Context: an optimization exercise on an open-source flow, tuned for a short achievable clock period and few clock cycles. The choices shown serve that exercise and are no tape-out recipe.
No functional check of the RTL was part of this run.
Power figures rest on the tool's default switching activity, not on a simulated workload.

## flow/design.v

```verilog
package mipsPkg;
    localparam int DataWidth    = 32;    
    localparam int RegAddrWidth = 5;     
    localparam int ImmWidth     = 16;
    localparam int TargetWidth  = 26;
    typedef logic [5:0] opcodeT;
    localparam opcodeT OpRType = 6'b000000;   
    localparam opcodeT OpAddi  = 6'b001000;
    localparam opcodeT OpLw    = 6'b100011;
    localparam opcodeT OpSw    = 6'b101011;
    localparam opcodeT OpBeq   = 6'b000100;
    localparam opcodeT OpBne   = 6'b000101;
    localparam opcodeT OpJ     = 6'b000010;
    typedef logic [5:0] functT;
    localparam functT FnAdd = 6'b100000;
    localparam functT FnSub = 6'b100010;
    localparam functT FnAnd = 6'b100100;
    localparam functT FnOr  = 6'b100101;
    localparam functT FnSlt = 6'b101010;
    typedef enum logic [1:0] {
        AluAdd   = 2'b00,    
        AluSub   = 2'b01,    
        AluFunct = 2'b10     
    } aluOpT;
    typedef enum logic [2:0] {
        AluCtlAdd,
        AluCtlSub,
        AluCtlAnd,
        AluCtlOr,
        AluCtlSlt
    } aluCtlT;
    typedef struct packed {
        opcodeT                  opcode;
        logic [RegAddrWidth-1:0] rs;
        logic [RegAddrWidth-1:0] rt;
        logic [RegAddrWidth-1:0] rd;
        logic [4:0]              shamt;     
        functT                   funct;
    } rTypeT;
    typedef struct packed {
        opcodeT                  opcode;
        logic [RegAddrWidth-1:0] rs;
        logic [RegAddrWidth-1:0] rt;
        logic [ImmWidth-1:0]     imm;
    } iTypeT;
    typedef struct packed {
        opcodeT                 opcode;
        logic [TargetWidth-1:0] target;     
    } jTypeT;
    typedef union packed {
        rTypeT r;
        iTypeT i;
        jTypeT j;
    } instrT;
endpackage
`timescale 1ns/1ps
module mipsCore (
    input  logic        clk,
    input  logic        arstN,
    output logic [31:0] imemAddr,
    input  logic [31:0] imemData,
    output logic [31:0] dmemAddr,
    output logic [31:0] dmemWData,
    output logic        dmemWe,
    input  logic [31:0] dmemRData,
    output logic        wbEn,        
    output logic [4:0]  wbReg,
    output logic [31:0] wbData
);
    logic [31:2] pcF;
    logic        vE;
    logic        wrE, ldE, stE, beqE, bneE, jE;
    logic [4:0]  rdE;
    logic        subE, andE, orE, sltE;
    logic [31:0] aE, bE, sE;
    logic        aME, aWE, bME, bWE, sME, sWE;    
    logic [31:2] tgtE, pc4E, predE;
    logic        wrM, ldM;
    logic [4:0]  rdM;
    logic [31:0] resM, sdM;
    logic        weM;
    logic        wbEnW;
    logic [4:0]  wbRegW;
    logic [31:0] wbDataW;
    logic [31:0] regFile [32];
    logic [31:0] ir;
    logic [5:0]  op, fn;
    logic [4:0]  rs, rt, rd, dst;
    logic        isR, isAddi, isLw, isSw, isBeq, isBne, isJ;
    logic        wr, rdRs, rdRt, immSrc, predTk, stall;
    logic [31:0] imm, rsVal, rtVal;
    logic [31:2] pc4, tgt, pred;
    assign imemAddr = {pcF, 2'b00};
    assign ir       = imemData;
    assign op  = ir[31:26];
    assign rs  = ir[25:21];
    assign rt  = ir[20:16];
    assign rd  = ir[15:11];
    assign fn  = ir[5:0];
    assign imm = {{16{ir[15]}}, ir[15:0]};
    assign isR    = op == 6'b000000;
    assign isAddi = op == 6'b001000;
    assign isLw   = op == 6'b100011;
    assign isSw   = op == 6'b101011;
    assign isBeq  = op == 6'b000100;
    assign isBne  = op == 6'b000101;
    assign isJ    = op == 6'b000010;
    assign dst    = isR ? rd : rt;
    assign wr     = (isR | isAddi | isLw) && dst != 5'd0;
    assign rdRs   = isR | isAddi | isLw | isSw | isBeq | isBne;
    assign rdRt   = isR | isSw | isBeq | isBne;
    assign immSrc = isAddi | isLw | isSw;
    assign pc4    = pcF + 30'd1;
    assign tgt    = isJ ? {pc4[31:28], ir[25:0]} : pc4 + {{14{ir[15]}}, ir[15:0]};
    assign predTk = isJ | isBne;
    assign pred   = predTk ? tgt : pc4;
    assign stall = vE && ldE && wrE &&
                   ((rdRs && rs == rdE) || (rdRt && rt == rdE));
    always_comb
    begin
        if (rs == 5'd0)
            rsVal = '0;
        else if (wbEnW && wbRegW == rs)
            rsVal = wbDataW;
        else
            rsVal = regFile[rs];
        if (rt == 5'd0)
            rtVal = '0;
        else if (wbEnW && wbRegW == rt)
            rtVal = wbDataW;
        else
            rtVal = regFile[rt];
    end
    always_ff @(posedge clk)
    begin
        if (wbEnW)
            regFile[wbRegW] <= wbDataW;
    end
    logic [31:0] aX, bX, sX, bAlu, sumX, resX;
    logic        eqX, ltX, useTgtX, mispX;
    logic [31:2] nextX;
    assign aX = aME ? resM : aWE ? wbDataW : aE;
    assign bX = bME ? resM : bWE ? wbDataW : bE;
    assign sX = sME ? resM : sWE ? wbDataW : sE;
    assign bAlu = subE ? ~bX : bX;
    assign sumX = aX + bAlu + {31'd0, subE};
    assign ltX  = (aX[31] ^ bX[31]) ? aX[31] : sumX[31];
    assign eqX  = aX == bX;
    always_comb
    begin
        if (andE)
            resX = aX & bX;
        else if (orE)
            resX = aX | bX;
        else if (sltE)
            resX = {31'd0, ltX};
        else
            resX = sumX;
    end
    assign useTgtX = jE | (beqE & eqX) | (bneE & ~eqX);
    assign nextX   = useTgtX ? tgtE : pc4E;
    assign mispX   = vE && (useTgtX ? (tgtE != predE) : (pc4E != predE));
    always_ff @(posedge clk or negedge arstN)
    begin
        if (!arstN)
            pcF <= '0;
        else if (mispX)
            pcF <= nextX;
        else if (!stall)
            pcF <= pred;
    end
    always_ff @(posedge clk or negedge arstN)
    begin
        if (!arstN)
            vE <= 1'b0;
        else
            vE <= !stall && !mispX;
    end
    always_ff @(posedge clk)
    begin
        wrE  <= wr;
        ldE  <= isLw;
        stE  <= isSw;
        beqE <= isBeq;
        bneE <= isBne;
        jE   <= isJ;
        rdE  <= dst;
        subE <= isBeq | isBne | (isR && (fn == 6'b100010 || fn == 6'b101010));
        andE <= isR && fn == 6'b100100;
        orE  <= isR && fn == 6'b100101;
        sltE <= isR && fn == 6'b101010;
        aE   <= rsVal;
        bE   <= immSrc ? imm : rtVal;
        sE   <= rtVal;
        aME  <= vE && wrE && rdE == rs;
        aWE  <= wrM && rdM == rs;
        bME  <= !immSrc && vE && wrE && rdE == rt;
        bWE  <= !immSrc && wrM && rdM == rt;
        sME  <= vE && wrE && rdE == rt;
        sWE  <= wrM && rdM == rt;
        tgtE <= tgt;
        pc4E <= pc4;
        predE <= pred;
    end
    always_ff @(posedge clk or negedge arstN)
    begin
        if (!arstN)
        begin
            wrM <= 1'b0;
            weM <= 1'b0;
        end
        else
        begin
            wrM <= vE && wrE;
            weM <= vE && stE;
        end
    end
    always_ff @(posedge clk)
    begin
        ldM  <= ldE;
        rdM  <= rdE;
        resM <= resX;
        sdM  <= sX;
    end
    assign dmemAddr  = resM;
    assign dmemWData = sdM;
    assign dmemWe    = weM;
    always_ff @(posedge clk or negedge arstN)
    begin
        if (!arstN)
            wbEnW <= 1'b0;
        else
            wbEnW <= wrM;
    end
    always_ff @(posedge clk)
    begin
        wbRegW  <= rdM;
        wbDataW <= ldM ? dmemRData : resM;
    end
    assign wbEn   = wbEnW;
    assign wbReg  = wbRegW;
    assign wbData = wbDataW;
endmodule
```

## flow/flow/run.sh

```bash
#!/bin/bash
# Standard layout (standard.sh) with timing repair aimed below the constraint's
# period: repair_timing keeps working until the setup slack reaches the margin.
cp standard.sh standard.sh.txt
export SETUP_SLACK_MARGIN=7
bash standard.sh > standard.log 2>&1
```

## flow/standard.sh

```bash
#!/bin/bash
# synth_recipe.tcl (not shown) runs the flow's synth.tcl, then flattens the netlist and writes it again
# the make line also repeats each setting of config.mk as NAME=value (left out here)
make -C /OpenROAD-flow-scripts/flow DESIGN_CONFIG=/design/flow/config.mk WORK_HOME=/design/flow/orfs CLKGATE_MAP_FILE= SYNTH_SCRIPT=/design/flow/synth_recipe.tcl "${@:-finish}"
```

## flow/config.mk

```make
export PLATFORM = sky130hd
export DESIGN_NAME = mipsCore
export DESIGN_NICKNAME = mipsCore
export VERILOG_FILES = /design/flow/design.v
export SDC_FILE = /design/flow/constraint.sdc
export NUM_CORES = 4
export LEC_CHECK = 0
export ABC_CLOCK_PERIOD_IN_PS = 2500
export CAP_MARGIN = 20
export CORE_MARGIN = 2
export CORE_UTILIZATION = 40
export PLACE_DENSITY = 0.6
export SLEW_MARGIN = 20
```

## flow/constraint.sdc

```tcl
create_clock -name core_clock -period 10.0 [get_ports {clk}]
set_input_delay 2.0000 -clock core_clock [delete_from_list [all_inputs] [get_ports {clk}]]
set_output_delay 2.0000 -clock core_clock [all_outputs]
set_load 0.01 [all_outputs]
```

==> run notes <==
number of synthesized flops with an enable pin=1024; Sum Neg Setup Slack=0 ns; Crit path required time=10.74 ns; Setup crit end kind=register; pwr dens=226.1 nW/um^2; synth warn=1; status=finished clean; Hold/Removal Path Class=reg -> reg; met3 Usage GRT=0.08621; Clock Skew=0.02315 ns; Post-synth ARST share=0.02478; MaxCap Viol Count=0; Syn Inst Count=4191; predominant post-synthesis flop cell=edfxtp_1; Critical Path AT=5.29 ns; Rows=149; DRC viols=0; Synth Register Bits=1372; area grow syn2layout=34.67%; DPL Wire Length=125300 um; initial core utilization=0.4015; FF/Latch Area=38230 sq um; layout cells sized above 1=0.4673; Top Usage Layer GRT=met2; Startpoint Class=register; via/cell ratio=6.502; hold slack=0.3479 ns; met1 Usage GRT=0.4177; CP Class=reg -> reg; CP top delay family=simple AND/OR/NAND/NOR gates; Slew headroom=0.1985; largest net degree at the start of global routing=66; Setup WS pre-CTS=2.953 ns; synthesized area per cell=15.77 sq um; drt first pass iters=10; cell taking the most area after synthesis=edfxtp_1; CTS root buffer=clkbuf_16; # fillers=12749; H-tree Lvls=4; GRT Total Usage=0.3108; CP max-delay cell=dfxtp_4; most frequent cells in the layout=edfxtp_1, mux4_2, buf_4; TritonCTS Buffers=145; Critical Path Max Stage Delay=0.40 ns; Static Leak=31.49 nW; post-route ant nets=0; synthesized cell area=66090 sq um; initial antenna violation count=15; endpoints failing setup=0; ratio of final minimum period to clock period=0.4551; DRT Wirelength=271000 um; worst skew pair latency=0.81 ns; met2 usage=0.4699; area of the multi-input gates=30210 sq um; Port Buf Inserts=198; DP Cell Count=6390; RSZ-0062 raised after global routing=true; Die ar.=168500 sq um; post-DR wirelength/cell=37.09 um; die width=410.5 um; first-pass GRT wire length=362100 um; Yosys top cell area share=0.4652; via count=47508; nets@finish=5186; fmax=0.2197 GHz; Synth area leaders=edfxtp_1, mux4_2, dfxtp_1; CP bufs+invs=7; worst path cell trace=buf_6, buf_12, mux2i_2, nor2_1, a21oi_2, ha_4, nor4_4, nand4_1, buf_6, o21a_4, or3_4, clkbuf_16, o211a_1, nor4_1, nand4_1, buf_4, o21ai_4, buf_12, nand2_8, clkinv_8, a221o_1; CTS tree=done; Clock Path Buffers=3; grt total ovfl=0; Slew Viols, Final=0; largest fanout on the critical path=10; Worst IR Drop VDD=0.2385 mV; worst slew pin tran=1.202 ns; vias in the first global route=44960; Final WS setup=5.449 ns; die span in y=410.5 um; register area share after synthesis=0.5732; DRT iter0 DRCs=7016; Final Hold Vio Count=0; clock slew at reported path FFs=0.06 ns; min Tclk post-route=4.551 ns; Non-Filler Instances=7307; count of different cell masters after synthesis=77; # clock sinks=1372; Placer Congestion=0.8989; core area=164600 sq um; total power=20.12 mW; commonest non-fill, non-tap cell in the layout=edfxtp_1; io pins=201
## path summary, 6_finish.rpt
| kind | from | endpoint | slack (ns) | cells past startpoint |
|---|---|---|---|---|
| max | bWE | pcF[23] | 5.45 | 21 |
| min | ldE | ldM | 0.35 | 0 |
| max reg2reg | bWE | pcF[23] | 5.45 | 21 |
| min reg2reg | ldE | ldM | 0.35 | 0 |
| max in group asynchronous | arstN | pcF[5] | 7.96 | 1 |
| min in group asynchronous | arstN | pcF[26] | 1.34 | 1 |
## cell usage after synthesis, types with 8 or more instances
cell type / count
mux2i_1: 194
nand2_1: 195
mux2_2: 67
edfxtp_1: 1024
nor3b_1: 10
dfxtp_1: 314
inv_1: 149
and3_1: 24
and2_1: 10
nor4_1: 22
a32oi_1: 10
a21o_1: 50
mux4_2: 619
nand2b_1: 16
a21oi_1: 166
a221oi_1: 19
xor2_1: 72
xnor2_1: 90
o22ai_1: 14
dfrtp_1: 34
nand4_1: 12
o21a_1: 42
buf_1: 102
a211oi_1: 98
o31ai_1: 14
clkbuf_1: 157
o21ai_0: 93
buf_2: 14
nor2_1: 203
a221o_1: 20
nor3_1: 21
nand3_1: 35
ha_1: 124
nor2b_1: 34
o21ai_1: 8
## per-stage QoR
step	cell area [sq um]	utilization
after floorplan	68040	-
after global placement	71310	0.4332
after detailed placement	71310	0.4332
after CTS	86580	0.5260
after global routing	89000	0.5407
final	89010	0.5407
## power breakdown
group	switching, mW	leakage, nW	internal, mW
sequential	0.497	12.3	7.27
clock	2.37	2.33	3.12
combinational	3.66	16.9	3.20
## registers in the layout, indices dropped and copies added, names as in the netlist, 5 cells and up
name     count
rdM          5
regFile   1024
pc4E        30
wbRegW       5
bE          32
tgtE        30
wbDataW     32
aE          32
predE       30
rdE          5
sE          32
resM        32
pcF         30
sdM         32
## routing by layer
layer  up-vias  routed length, um
met5         -                 53
met4         8              15910
met3       693              36340
met2      3770             119900
met1     24566              98750
li1      18471                  -
## layout make-up
cell class	count	area share
timing repair buffer	928	0.1399
timing repair inverter	3	0.0003795
tap	2189	0.03077
sequential	1372	0.4295
antenna	4	0.0001125
clock buffer	185	0.04429
multi-input combinational	2394	0.3394
clock inverter	82	0.008898
inverter	150	0.006747
## logic make-up (layout without fill, tap and decap cells)
| kind of cell | count (synthesis) | in the layout | share of synthesized area |
|---|---|---|---|
| AO/OA/AOI/OAI | 608 | 610 | 0.06133 |
| XOR/XNOR | 162 | 162 | 0.02147 |
| adder cells (fa/ha/maj) | 126 | 126 | 0.02408 |
| buffers and inverters | 430 | 1348 | 0.02539 |
| flip-flops | 1372 | 1372 | 0.5732 |
| multiplexers | 880 | 880 | 0.2517 |
| other | 1 | 6 | 0.00005674 |
| AND/OR/NAND/NOR | 612 | 614 | 0.04274 |
## timing repair
action                                  in CTS  in global routing
cloned                                     104                 19
pin swaps                                  168                123
hold endpoints to repair                     0                  0
setup buffers                              433                 90
resized for setup                         1661                261
hold buffers                                 0                  0
endpoints found under the setup margin     734                393
## worst reg2reg max path, stage by stage, from the launching register on
cell,delay (ns)
dfxtp_4,0.40
buf_6,0.13
buf_12,0.14
mux2i_2,0.22
nor2_1,0.07
a21oi_2,0.17
ha_4,0.24
nor4_4,0.33
nand4_1,0.15
buf_6,0.17
o21a_4,0.22
or3_4,0.37
clkbuf_16,0.18
o211a_1,0.21
nor4_1,0.39
nand4_1,0.15
buf_4,0.20
o21ai_4,0.18
buf_12,0.17
nand2_8,0.12
clkinv_8,0.11
a221o_1,0.17

separate check: timing with driven ports:
In the flow no input, the clock included, has a driving cell. The finished layout below was timed again as built, in two steps. Step 1 (the two cells are an assumption about what drives the block):
set clk [get_ports {clk}]
set_driving_cell -lib_cell sky130_fd_sc_hd__clkbuf_16 $clk
set_driving_cell -lib_cell sky130_fd_sc_hd__buf_2 [delete_from_list [all_inputs] $clk]
Step 2, shift: input delay + t, output delay - t, t = (earliest + latest rising clock arrival at the registers) / 2. This alone moves slack from input paths to output paths. a / b / c = ideal / step 1 / step 2; a / b = the first two.
t, ns: 0.871
setup WS [ns]: 5.449 / 5.449 / 4.959
worst setup path after step 2: input to register
After both steps setup and hold are still met in this run. The setup slack of this run moves by 0.000 ns with the drivers and by -0.490 ns with both steps.
